This design comes from an exercise in tuning for small area on the open sky130 flow, not from production work.
The RTL was checked by simulation tests, not by an equivalence proof against the original design.
No activity file was given, so power comes from the tool's default toggle rates.

$ cat flow/design.v
package secv_pkg;
    localparam int XLEN      = 64;                   
    localparam int HART_ID_W = 4;                    
    typedef enum logic [3:0] {
        EXC_INSTR_MISALIGN = 4'd0,                   
        EXC_ILLEGAL_INSTR  = 4'd2,                   
        EXC_BREAKPOINT     = 4'd3,                   
        EXC_LOAD_MISALIGN  = 4'd4,                   
        EXC_STORE_MISALIGN = 4'd6,                   
        EXC_ECALL_M        = 4'd11                   
    } exc_t;
endpackage
package csr_pkg;
    localparam logic [11:0] CSR_ADDR_MVENDORID = 12'hF11;
    localparam logic [11:0] CSR_ADDR_MARCHID   = 12'hF12;
    localparam logic [11:0] CSR_ADDR_MIMPID    = 12'hF13;
    localparam logic [11:0] CSR_ADDR_MHARTID   = 12'hF14;
    localparam logic [11:0] CSR_ADDR_MSTATUS   = 12'h300;
    localparam logic [11:0] CSR_ADDR_MISA      = 12'h301;
    localparam logic [11:0] CSR_ADDR_MIE       = 12'h304;
    localparam logic [11:0] CSR_ADDR_MTVEC     = 12'h305;
    localparam logic [11:0] CSR_ADDR_MSCRATCH  = 12'h340;
    localparam logic [11:0] CSR_ADDR_MEPC      = 12'h341;
    localparam logic [11:0] CSR_ADDR_MCAUSE    = 12'h342;
    localparam logic [11:0] CSR_ADDR_MTVAL     = 12'h343;
    localparam logic [11:0] CSR_ADDR_MIP       = 12'h344;
    localparam logic [11:0] CSR_ADDR_MCYCLE    = 12'hB00;
    localparam logic [11:0] CSR_ADDR_MINSTRET  = 12'hB02;
    typedef enum logic [1:0] {
        CSR_OP_WRITE = 2'd0,                         
        CSR_OP_SET   = 2'd1,                         
        CSR_OP_CLEAR = 2'd2                          
    } csr_op_t;
    localparam int MSTATUS_MIE  = 3;
    localparam int MSTATUS_MPIE = 7;
    localparam logic [63:0] MSTATUS_MASK =
        (64'd1 << MSTATUS_MIE) | (64'd1 << MSTATUS_MPIE);
    localparam logic [63:0] MISA_VALUE =
        (64'd2 << 62) | (64'd1 << 8) | (64'd1 << 20);
    localparam logic [63:0] MVENDORID = 64'h0;
    localparam logic [63:0] MARCHID   = 64'h0000_0000_0000_5EC5;
    localparam logic [63:0] MIMPID    = 64'h0000_0000_0001_0000;
endpackage
module csr_bus_slave (
    input  logic                      clk_i,
    input  logic                      rst_i,
    input  logic                      wb_cyc_i,
    input  logic                      wb_stb_i,
    input  logic                      wb_we_i,
    input  logic [11:0]               wb_adr_i,
    input  logic [secv_pkg::XLEN-1:0] wb_dat_i,
    input  csr_pkg::csr_op_t          csr_op_i,      
    output logic [secv_pkg::XLEN-1:0] wb_dat_o,
    output logic                      wb_ack_o,
    output logic                      wb_err_o,
    output logic [11:0]               csr_addr_o,
    output logic [secv_pkg::XLEN-1:0] csr_wdata_o,
    output logic                      csr_we_o,
    input  logic [secv_pkg::XLEN-1:0] regs_rdata_i,
    input  logic                      regs_hit_i,
    input  logic [secv_pkg::XLEN-1:0] cnt_rdata_i,
    input  logic                      cnt_hit_i
);
    logic                      req;                  
    logic                      bad;                  
    logic [secv_pkg::XLEN-1:0] old_val;              
    assign req     = wb_cyc_i & wb_stb_i & ~wb_ack_o & ~wb_err_o;  
    assign old_val = regs_rdata_i | cnt_rdata_i;     
    assign bad = ~(regs_hit_i | cnt_hit_i) | (wb_we_i & (wb_adr_i[11:10] == 2'b11));
    assign csr_addr_o = wb_adr_i;
    assign csr_we_o   = req & wb_we_i & ~bad;        
    always_comb begin
        case (csr_op_i)
            csr_pkg::CSR_OP_SET:   csr_wdata_o = old_val | wb_dat_i;
            csr_pkg::CSR_OP_CLEAR: csr_wdata_o = old_val & ~wb_dat_i;
            default:               csr_wdata_o = wb_dat_i;  
        endcase
    end
    always_ff @(posedge clk_i) begin
        if (rst_i) begin
            wb_ack_o <= 1'b0;
            wb_err_o <= 1'b0;
        end else begin
            wb_ack_o <= req & ~bad;                  
            wb_err_o <= req & bad;
        end
    end
    always_ff @(posedge clk_i) begin
        if (req) begin
            wb_dat_o <= old_val;
        end
    end
endmodule
module csr_regs (
    input  logic                           clk_i,
    input  logic                           rst_i,
    input  logic [11:0]                    csr_addr_i,
    input  logic [secv_pkg::XLEN-1:0]      csr_wdata_i,
    input  logic                           csr_we_i,
    input  logic [secv_pkg::HART_ID_W-1:0] hartid_i,
    input  logic [1:0]                     trap_load_i,     
    input  logic [secv_pkg::XLEN-1:0]      trap_mepc_i,
    input  logic [secv_pkg::XLEN-1:0]      trap_mcause_i,
    input  logic [secv_pkg::XLEN-1:0]      trap_mtval_i,
    input  logic [secv_pkg::XLEN-1:0]      trap_mstatus_i,
    output logic [secv_pkg::XLEN-1:0]      rdata_o,
    output logic                           hit_o,
    output logic [secv_pkg::XLEN-1:0]      mstatus_o,
    output logic [secv_pkg::XLEN-1:0]      mtvec_o,
    output logic [secv_pkg::XLEN-1:0]      mepc_o
);
    logic [secv_pkg::XLEN-1:0] mstatus;              
    logic [secv_pkg::XLEN-1:0] mie;
    logic [secv_pkg::XLEN-1:0] mtvec;
    logic [secv_pkg::XLEN-1:0] mscratch;
    logic [secv_pkg::XLEN-1:0] mepc;                 
    logic [secv_pkg::XLEN-1:0] mcause;
    logic [secv_pkg::XLEN-1:0] mtval;
    logic [secv_pkg::XLEN-1:0] mip;                  
    logic                      bus_wr_ok;            
    assign bus_wr_ok = csr_we_i & ~trap_load_i[0];   
    always_ff @(posedge clk_i) begin
        if (rst_i) begin
            mstatus  <= '0;
            mie      <= '0;
            mtvec    <= '0;
            mscratch <= '0;
            mepc     <= '0;
            mcause   <= '0;
            mtval    <= '0;
            mip      <= '0;
        end else begin
            if (csr_we_i && csr_addr_i == csr_pkg::CSR_ADDR_MIE)      mie      <= csr_wdata_i;
            if (csr_we_i && csr_addr_i == csr_pkg::CSR_ADDR_MTVEC)    mtvec    <= csr_wdata_i;
            if (csr_we_i && csr_addr_i == csr_pkg::CSR_ADDR_MSCRATCH) mscratch <= csr_wdata_i;
            if (csr_we_i && csr_addr_i == csr_pkg::CSR_ADDR_MIP)      mip      <= csr_wdata_i;
            if (trap_load_i[0]) begin
                mstatus <= trap_mstatus_i & csr_pkg::MSTATUS_MASK;  
            end else if (bus_wr_ok && csr_addr_i == csr_pkg::CSR_ADDR_MSTATUS) begin
                mstatus <= csr_wdata_i & csr_pkg::MSTATUS_MASK;
            end
            if (trap_load_i[1]) begin                
                mepc   <= {trap_mepc_i[secv_pkg::XLEN-1:1], 1'b0};
                mcause <= trap_mcause_i;
                mtval  <= trap_mtval_i;
            end else begin
                if (bus_wr_ok && csr_addr_i == csr_pkg::CSR_ADDR_MEPC) begin
                    mepc <= {csr_wdata_i[secv_pkg::XLEN-1:1], 1'b0};
                end
                if (bus_wr_ok && csr_addr_i == csr_pkg::CSR_ADDR_MCAUSE) mcause <= csr_wdata_i;
                if (bus_wr_ok && csr_addr_i == csr_pkg::CSR_ADDR_MTVAL)  mtval  <= csr_wdata_i;
            end
        end
    end
    always_comb begin
        hit_o = 1'b1;
        case (csr_addr_i)
            csr_pkg::CSR_ADDR_MVENDORID: rdata_o = csr_pkg::MVENDORID;
            csr_pkg::CSR_ADDR_MARCHID:   rdata_o = csr_pkg::MARCHID;
            csr_pkg::CSR_ADDR_MIMPID:    rdata_o = csr_pkg::MIMPID;
            csr_pkg::CSR_ADDR_MHARTID:
                rdata_o = {{(secv_pkg::XLEN-secv_pkg::HART_ID_W){1'b0}}, hartid_i};
            csr_pkg::CSR_ADDR_MISA:      rdata_o = csr_pkg::MISA_VALUE;
            csr_pkg::CSR_ADDR_MSTATUS:   rdata_o = mstatus;
            csr_pkg::CSR_ADDR_MIE:       rdata_o = mie;
            csr_pkg::CSR_ADDR_MTVEC:     rdata_o = mtvec;
            csr_pkg::CSR_ADDR_MSCRATCH:  rdata_o = mscratch;
            csr_pkg::CSR_ADDR_MEPC:      rdata_o = mepc;
            csr_pkg::CSR_ADDR_MCAUSE:    rdata_o = mcause;
            csr_pkg::CSR_ADDR_MTVAL:     rdata_o = mtval;
            csr_pkg::CSR_ADDR_MIP:       rdata_o = mip;
            default: begin
                rdata_o = '0;
                hit_o   = 1'b0;
            end
        endcase
    end
    assign mstatus_o = mstatus;
    assign mtvec_o   = mtvec;
    assign mepc_o    = mepc;
endmodule
module csr_counters (
    input  logic                      clk_i,
    input  logic                      rst_i,
    input  logic [11:0]               csr_addr_i,
    input  logic [secv_pkg::XLEN-1:0] csr_wdata_i,
    input  logic                      csr_we_i,
    input  logic                      retire_i,      
    output logic [secv_pkg::XLEN-1:0] rdata_o,
    output logic                      hit_o
);
    logic [secv_pkg::XLEN-1:0] mcycle;
    logic [secv_pkg::XLEN-1:0] minstret;
    logic                      sel_cycle;
    logic                      sel_instret;
    assign sel_cycle   = csr_addr_i == csr_pkg::CSR_ADDR_MCYCLE;
    assign sel_instret = csr_addr_i == csr_pkg::CSR_ADDR_MINSTRET;
    always_ff @(posedge clk_i) begin
        if (rst_i) begin
            mcycle   <= '0;
            minstret <= '0;
        end else begin
            if (csr_we_i && sel_cycle) mcycle <= csr_wdata_i;  
            else                       mcycle <= mcycle + 1'b1;
            if (csr_we_i && sel_instret) minstret <= csr_wdata_i;
            else if (retire_i)           minstret <= minstret + 1'b1;
        end
    end
    assign hit_o   = sel_cycle | sel_instret;
    assign rdata_o = sel_cycle ? mcycle : (sel_instret ? minstret : '0);
endmodule
module csr_trap (
    input  logic                      clk_i,
    input  logic                      rst_i,
    input  logic                      exc_i,
    input  secv_pkg::exc_t            exc_type_i,
    input  logic [secv_pkg::XLEN-1:0] pc_i,          
    input  logic [secv_pkg::XLEN-1:0] tval_i,
    input  logic                      mret_i,
    input  logic [secv_pkg::XLEN-1:0] mstatus_i,
    input  logic [secv_pkg::XLEN-1:0] mtvec_i,
    input  logic [secv_pkg::XLEN-1:0] mepc_i,
    output logic [1:0]                trap_load_o,   
    output logic [secv_pkg::XLEN-1:0] trap_mepc_o,
    output logic [secv_pkg::XLEN-1:0] trap_mcause_o,
    output logic [secv_pkg::XLEN-1:0] trap_mtval_o,
    output logic [secv_pkg::XLEN-1:0] trap_mstatus_o,
    output logic                      trap_o,
    output logic [secv_pkg::XLEN-1:0] redirect_pc_o
);
    logic event_any;
    assign event_any   = exc_i | mret_i;
    assign trap_load_o = {exc_i, event_any};
    assign trap_mepc_o   = pc_i;
    assign trap_mtval_o  = tval_i;
    assign trap_mcause_o = {{(secv_pkg::XLEN-$bits(exc_type_i)){1'b0}}, exc_type_i};  
    always_comb begin
        trap_mstatus_o = mstatus_i;
        if (exc_i) begin
            trap_mstatus_o[csr_pkg::MSTATUS_MPIE] = mstatus_i[csr_pkg::MSTATUS_MIE];
            trap_mstatus_o[csr_pkg::MSTATUS_MIE]  = 1'b0;
        end else begin
            trap_mstatus_o[csr_pkg::MSTATUS_MIE]  = mstatus_i[csr_pkg::MSTATUS_MPIE];
            trap_mstatus_o[csr_pkg::MSTATUS_MPIE] = 1'b1;
        end
    end
    always_ff @(posedge clk_i) begin
        if (rst_i) trap_o <= 1'b0;
        else       trap_o <= event_any;              
    end
    always_ff @(posedge clk_i) begin
        if (exc_i) begin
            redirect_pc_o <= {mtvec_i[secv_pkg::XLEN-1:2], 2'b00};  
        end else if (mret_i) begin
            redirect_pc_o <= mepc_i;
        end
    end
endmodule
module csr_unit (
    input  logic                           clk_i,
    input  logic                           rst_i,
    input  logic                           wb_cyc_i,
    input  logic                           wb_stb_i,
    input  logic                           wb_we_i,
    input  logic [11:0]                    wb_adr_i,
    input  logic [secv_pkg::XLEN-1:0]      wb_dat_i,
    output logic [secv_pkg::XLEN-1:0]      wb_dat_o,
    output logic                           wb_ack_o,
    output logic                           wb_err_o,
    input  logic [1:0]                     csr_op_i,      
    input  logic [secv_pkg::HART_ID_W-1:0] hartid_i,
    input  logic                           exc_i,
    input  logic [3:0]                     exc_type_i,
    input  logic [secv_pkg::XLEN-1:0]      pc_i,
    input  logic [secv_pkg::XLEN-1:0]      tval_i,
    input  logic                           mret_i,
    input  logic                           retire_i,
    output logic                           trap_o,
    output logic [secv_pkg::XLEN-1:0]      redirect_pc_o
);
    logic [11:0]               csr_addr;
    logic [secv_pkg::XLEN-1:0] csr_wdata;
    logic                      csr_we;
    logic [secv_pkg::XLEN-1:0] regs_rdata;
    logic                      regs_hit;
    logic [secv_pkg::XLEN-1:0] cnt_rdata;
    logic                      cnt_hit;
    logic [1:0]                trap_load;
    logic [secv_pkg::XLEN-1:0] trap_mepc;
    logic [secv_pkg::XLEN-1:0] trap_mcause;
    logic [secv_pkg::XLEN-1:0] trap_mtval;
    logic [secv_pkg::XLEN-1:0] trap_mstatus;
    logic [secv_pkg::XLEN-1:0] mstatus;
    logic [secv_pkg::XLEN-1:0] mtvec;
    logic [secv_pkg::XLEN-1:0] mepc;
    csr_bus_slave slave0 (
        .clk_i, .rst_i,
        .wb_cyc_i, .wb_stb_i, .wb_we_i, .wb_adr_i, .wb_dat_i,
        .csr_op_i     (csr_pkg::csr_op_t'(csr_op_i)),
        .wb_dat_o, .wb_ack_o, .wb_err_o,
        .csr_addr_o   (csr_addr),
        .csr_wdata_o  (csr_wdata),
        .csr_we_o     (csr_we),
        .regs_rdata_i (regs_rdata),
        .regs_hit_i   (regs_hit),
        .cnt_rdata_i  (cnt_rdata),
        .cnt_hit_i    (cnt_hit)
    );
    csr_regs regs0 (
        .clk_i, .rst_i, .hartid_i,
        .csr_addr_i     (csr_addr),
        .csr_wdata_i    (csr_wdata),
        .csr_we_i       (csr_we),
        .trap_load_i    (trap_load),
        .trap_mepc_i    (trap_mepc),
        .trap_mcause_i  (trap_mcause),
        .trap_mtval_i   (trap_mtval),
        .trap_mstatus_i (trap_mstatus),
        .rdata_o        (regs_rdata),
        .hit_o          (regs_hit),
        .mstatus_o      (mstatus),
        .mtvec_o        (mtvec),
        .mepc_o         (mepc)
    );
    csr_counters cnt0 (
        .clk_i, .rst_i, .retire_i,
        .csr_addr_i  (csr_addr),
        .csr_wdata_i (csr_wdata),
        .csr_we_i    (csr_we),
        .rdata_o     (cnt_rdata),
        .hit_o       (cnt_hit)
    );
    csr_trap trap0 (
        .clk_i, .rst_i, .exc_i, .pc_i, .tval_i, .mret_i,
        .exc_type_i     (secv_pkg::exc_t'(exc_type_i)),
        .mstatus_i      (mstatus),
        .mtvec_i        (mtvec),
        .mepc_i         (mepc),
        .trap_load_o    (trap_load),
        .trap_mepc_o    (trap_mepc),
        .trap_mcause_o  (trap_mcause),
        .trap_mtval_o   (trap_mtval),
        .trap_mstatus_o (trap_mstatus),
        .trap_o, .redirect_pc_o
    );
endmodule
$ cat flow/run.sh
#!/bin/bash
# synth_recipe.tcl (not shown) runs the flow's synth.tcl, then flattens the netlist and writes it again
# the make line also repeats each setting of config.mk as NAME=value (left out here)
make -C /OpenROAD-flow-scripts/flow DESIGN_CONFIG=/design/flow/config.mk WORK_HOME=/design/flow/orfs CLKGATE_MAP_FILE= SYNTH_SCRIPT=/design/flow/synth_recipe.tcl finish
$ cat flow/config.mk
export PLATFORM = sky130hd
export DESIGN_NAME = csr_unit
export DESIGN_NICKNAME = csr_unit
export VERILOG_FILES = /design/flow/design.v
export SDC_FILE = /design/flow/constraint.sdc
export NUM_CORES = 4
export LEC_CHECK = 0
export CAP_MARGIN = 20
export CORE_MARGIN = 2
export CORE_UTILIZATION = 40
export SLEW_MARGIN = 20
$ cat flow/constraint.sdc
create_clock -name core_clock -period 4.0 [get_ports {clk_i}]
set_input_delay 0.8000 -clock core_clock [delete_from_list [all_inputs] [get_ports {clk_i}]]
set_output_delay 0.8000 -clock core_clock [all_outputs]
set_load 0.01 [all_outputs]
==> flow_summary.toml <==
[timing]
slew_violations = 0
setup-violations-final = 0
fmax_ghz = 0.289
finalHoldViolations = 0
maxSlewHeadroom = 0.254
fin_crit_ns = 3.46
fin_crit_sh = 0.865
finClkSkew_ns = 0.0241
worst_pin_slew_ns = 1.12
rsz0062_at_grt = "no"
holdWs_ns = 0.466

[yosys]
synth_edf_count = 126
yosysSeqAreaShare = 0.472
syn_area_mm2 = 0.0326
synth.avg_cell_area_um2 = 8.83
synth_fp_nets = 3921
async_flop_share = 0
yosysWarnings = 4
ys.flop_type = "dfxtp_1"
synthCells = 3695
synth_seq_cells = 707
synth_cell_types = 79

[route]
drt_iter0_markers = 4028
drt_wl_total_um = 139000
routed_via_density = 6.28
vias = 32373
wire_per_inst_um = 26.9
drc_errors = 0
firstDrtPassIters = 6
drt.antenna.violating_nets = 0

[placement]
portBuffers = 350
dp_hpwl_um = 92000
gp_congestion = 0.948
place_area_mm2 = 0.0386

[cts]
clk_pin_slew_ns = 0.05
post_cts_resized = 0
ctsRootBufferMaster = "clkbuf_16"
insertion_delay_ns = 0.64
cts_num_sinks = 707
cts_setup_buffers = 0
cts_buffer_depth = 3
cts_max_level = 3
cts_hold_buffers = 0
cts_tree = "yes"
cts_buffers = 79

[cells_and_area]
utilization = 0.510
fin_area_mm2 = 0.0412
layout-drive-gt1-share = 0.116
nets = 4247
areaGrowthSynthToFinish_pct = 26.2
final_common_cell = "dfxtp_1"
final_cell_mix = "dfxtp_1, nand2_1, clkdlybuf4s50_1"

[power]
p_seq_frac = 0.455
power_density_mw_per_mm2 = 401
intPower_uw = 12300
peakVddDrop_uv = 303
sw_frac_of_total = 0.252
power.leakage_uw = 0.0142
p_comb_frac = 0.097
p_sw_uw = 4160
power.total_uw = 16500
clockPowerShare = 0.449

[die]
fp.coreArea_mm2 = 0.0807
ios = 353
die_area_mm2 = 0.0839
die_h_um = 290
initial_utilization = 0.404
fp.dieW_um = 290
rows = 104

[grt]
gr-usage-all-layers = 0.320
grt_pass1_wl_um = 202000
antenna_found_initial = 7
grt_max_degree = 132
grt_pass1_vias = 30093
grt-ovfl-total = 0

[critical_path]
critPathKind = "primary input to flop"
ff2ff_setup_slack_ns = 1.08
end_kind = "flop"
cp_max_fo = 18
crit_arrival_ns = 3.98
required_ns = 4.52
start_kind = "primary input"

[status]
status = "no timing/DRC/antenna violations"

[hold_path]
hp-class = "flop to flop"

[flow_run]
cap_violations = 0
-- area by class of cell --
| cell class | count | area [um^2] |
|---|---|---|
| Fill cell | 7598 | 39500 |
| Multi-Input combinational cell | 2626 | 16000 |
| Sequential cell | 707 | 15400 |
| Timing Repair Buffer | 579 | 5740 |
| Clock buffer | 125 | 2440 |
| Tap cell | 1060 | 1330 |
| Clock inverter | 23 | 173 |
| Inverter | 28 | 114 |
| Antenna cell | 5 | 12.5 |
-- worst paths after layout --
kind,start,end,depth (start not counted)
worst max-delay path,wb_adr_i[1],cnt0.minstret[18],11
worst min-delay path,regs0.mcause[7],regs0.mcause[7],2
worst max register to register,cnt0.mcycle[8],cnt0.mcycle[25],7
worst min register to register,regs0.mcause[7],regs0.mcause[7],2
-- cells in the mapped netlist (all sizes together) (9+ instances only) --
| library cell | n | area share |
|---|---|---|
| or2 | 37 | 0.0071 |
| o2111ai | 15 | 0.0040 |
| a211oi | 88 | 0.021 |
| edfxtp | 126 | 0.12 |
| and3 | 111 | 0.021 |
| nor3 | 27 | 0.0046 |
| clkbuf | 256 | 0.029 |
| xor2 | 68 | 0.018 |
| a222oi | 19 | 0.0058 |
| a22oi | 133 | 0.031 |
| o21ai | 303 | 0.047 |
| nand3 | 97 | 0.015 |
| or3 | 10 | 0.0019 |
| nor4 | 19 | 0.0068 |
| o211ai | 41 | 0.013 |
| inv | 28 | 0.0032 |
| xnor2 | 57 | 0.015 |
| a41oi | 11 | 0.0030 |
| mux2 | 14 | 0.0048 |
| o221ai | 14 | 0.0038 |
| nand2 | 495 | 0.057 |
| a31oi | 58 | 0.011 |
| nor4b | 9 | 0.0035 |
| dfxtp | 581 | 0.36 |
| buf | 78 | 0.012 |
| o22ai | 339 | 0.065 |
| a32oi | 10 | 0.0027 |
| a21oi | 196 | 0.030 |
| nand4 | 60 | 0.012 |
| nand2b | 46 | 0.0088 |
| nor2 | 164 | 0.019 |
| mux2i | 22 | 0.0067 |
| nor2b | 9 | 0.0017 |
| a221oi | 16 | 0.0043 |
| a22o | 62 | 0.017 |
| and4 | 16 | 0.0043 |
-- routing by layer --
metal  global-route usage  part of all wire  up-vias  routed length [um]
met5                    0          0.000094        -                  13
met4                0.117             0.035        2                4890
met3               0.0563              0.10      269               13800
met2                0.486              0.43     1834               60100
met1                0.456              0.43    15759               59900
li1                     -                 -    14509                   -
-- critical path, stage by stage --
cell and delay [ns]:
clkdlybuf4s50_1 0.64, buf_12 0.21, nor4b_4 0.29, and4_2 0.32
buf_4 0.40, buf_4 0.37, a22oi_1 0.17, a41oi_1 0.25
o21ai_1 0.10, buf_4 0.18, a211oi_1 0.21
-- sequential cells by signal (all words and copies together) (netlist names) --
register	count
cnt0.mcycle	64
slave0.wb_err_o	1
regs0.mip	64
regs0.mscratch	64
cnt0.minstret	64
regs0.mtvec	64
trap0.trap_o	1
slave0.wb_dat_o	64
regs0.mie	64
regs0.mtval	64
regs0.mstatus	2
regs0.mcause	64
trap0.redirect_pc_o	63
slave0.wb_ack_o	1
regs0.mepc	63
-- power by group through the flow --
stage	registers, uW	clock network [uW]	logic (uW)
4_1_cts	7510	7460	1570
2_1_floorplan	7660	0	661
3_3_place_gp	7660	0	1560
3_5_place_dp	7660	0	1560
5_1_grt	7520	7750	1680
6_report	7510	7410	1600
-- cell families (layout without fill, tap and decap cells) --
family,Yosys count,in the layout,share of synthesized area
AOI/OAI and AO/OA,1331,1331,0.266
and+or+nand+nor,1129,1129,0.171
DFF,707,707,0.472
buffers and inverters,362,755,0.0444
xor gates and xnor gates,125,125,0.0336
muxes,36,36,0.0116
adders and majority gates,4,4,0.00153
other,1,6,0.000115
-- per-stage QoR --
step / instances / setup TNS (ns) / setup WS (ns)
6_report: 5153 / 0 / 0.540
2_1_floorplan: 3695 / -38.29 / -0.201
4_1_cts: 5148 / 0 / 0.678
3_3_place_gp: 5000 / 0 / 0.0234
3_5_place_dp: 5000 / 0 / 0.0226
5_1_grt: 5151 / 0 / 0.495

==> static timing again, ports no longer ideal <==
The results above use ideal ports. As a check the final layout listed here was re-extracted and re-timed, cells and wires unchanged.
Step 1 sets driving cells, clkbuf_16 on the clock port and buf_2 on the other inputs (assumed; they add their load-dependent delay and slew).
Step 2 times the ports against the registers' clock, not the clock port: input delays grow and output delays shrink by t, the midpoint of the rising clock arrivals with the driver on.
a / b / c = ideal ports / drivers / drivers and shift; a / b = the first two.
shift t [ns]: 0.699
setup WS [ns]: 0.540 / 0.585 / -0.114
worst setup path after step 2: input to register
worst slew at a driven data input, ns: 0.15
pins driven straight from the clock port: 1
Met with ideal ports but missed after step 2: setup timing in this run. For this run, drivers alone change the setup slack by +0.045 ns; drivers and shift together by -0.654 ns.
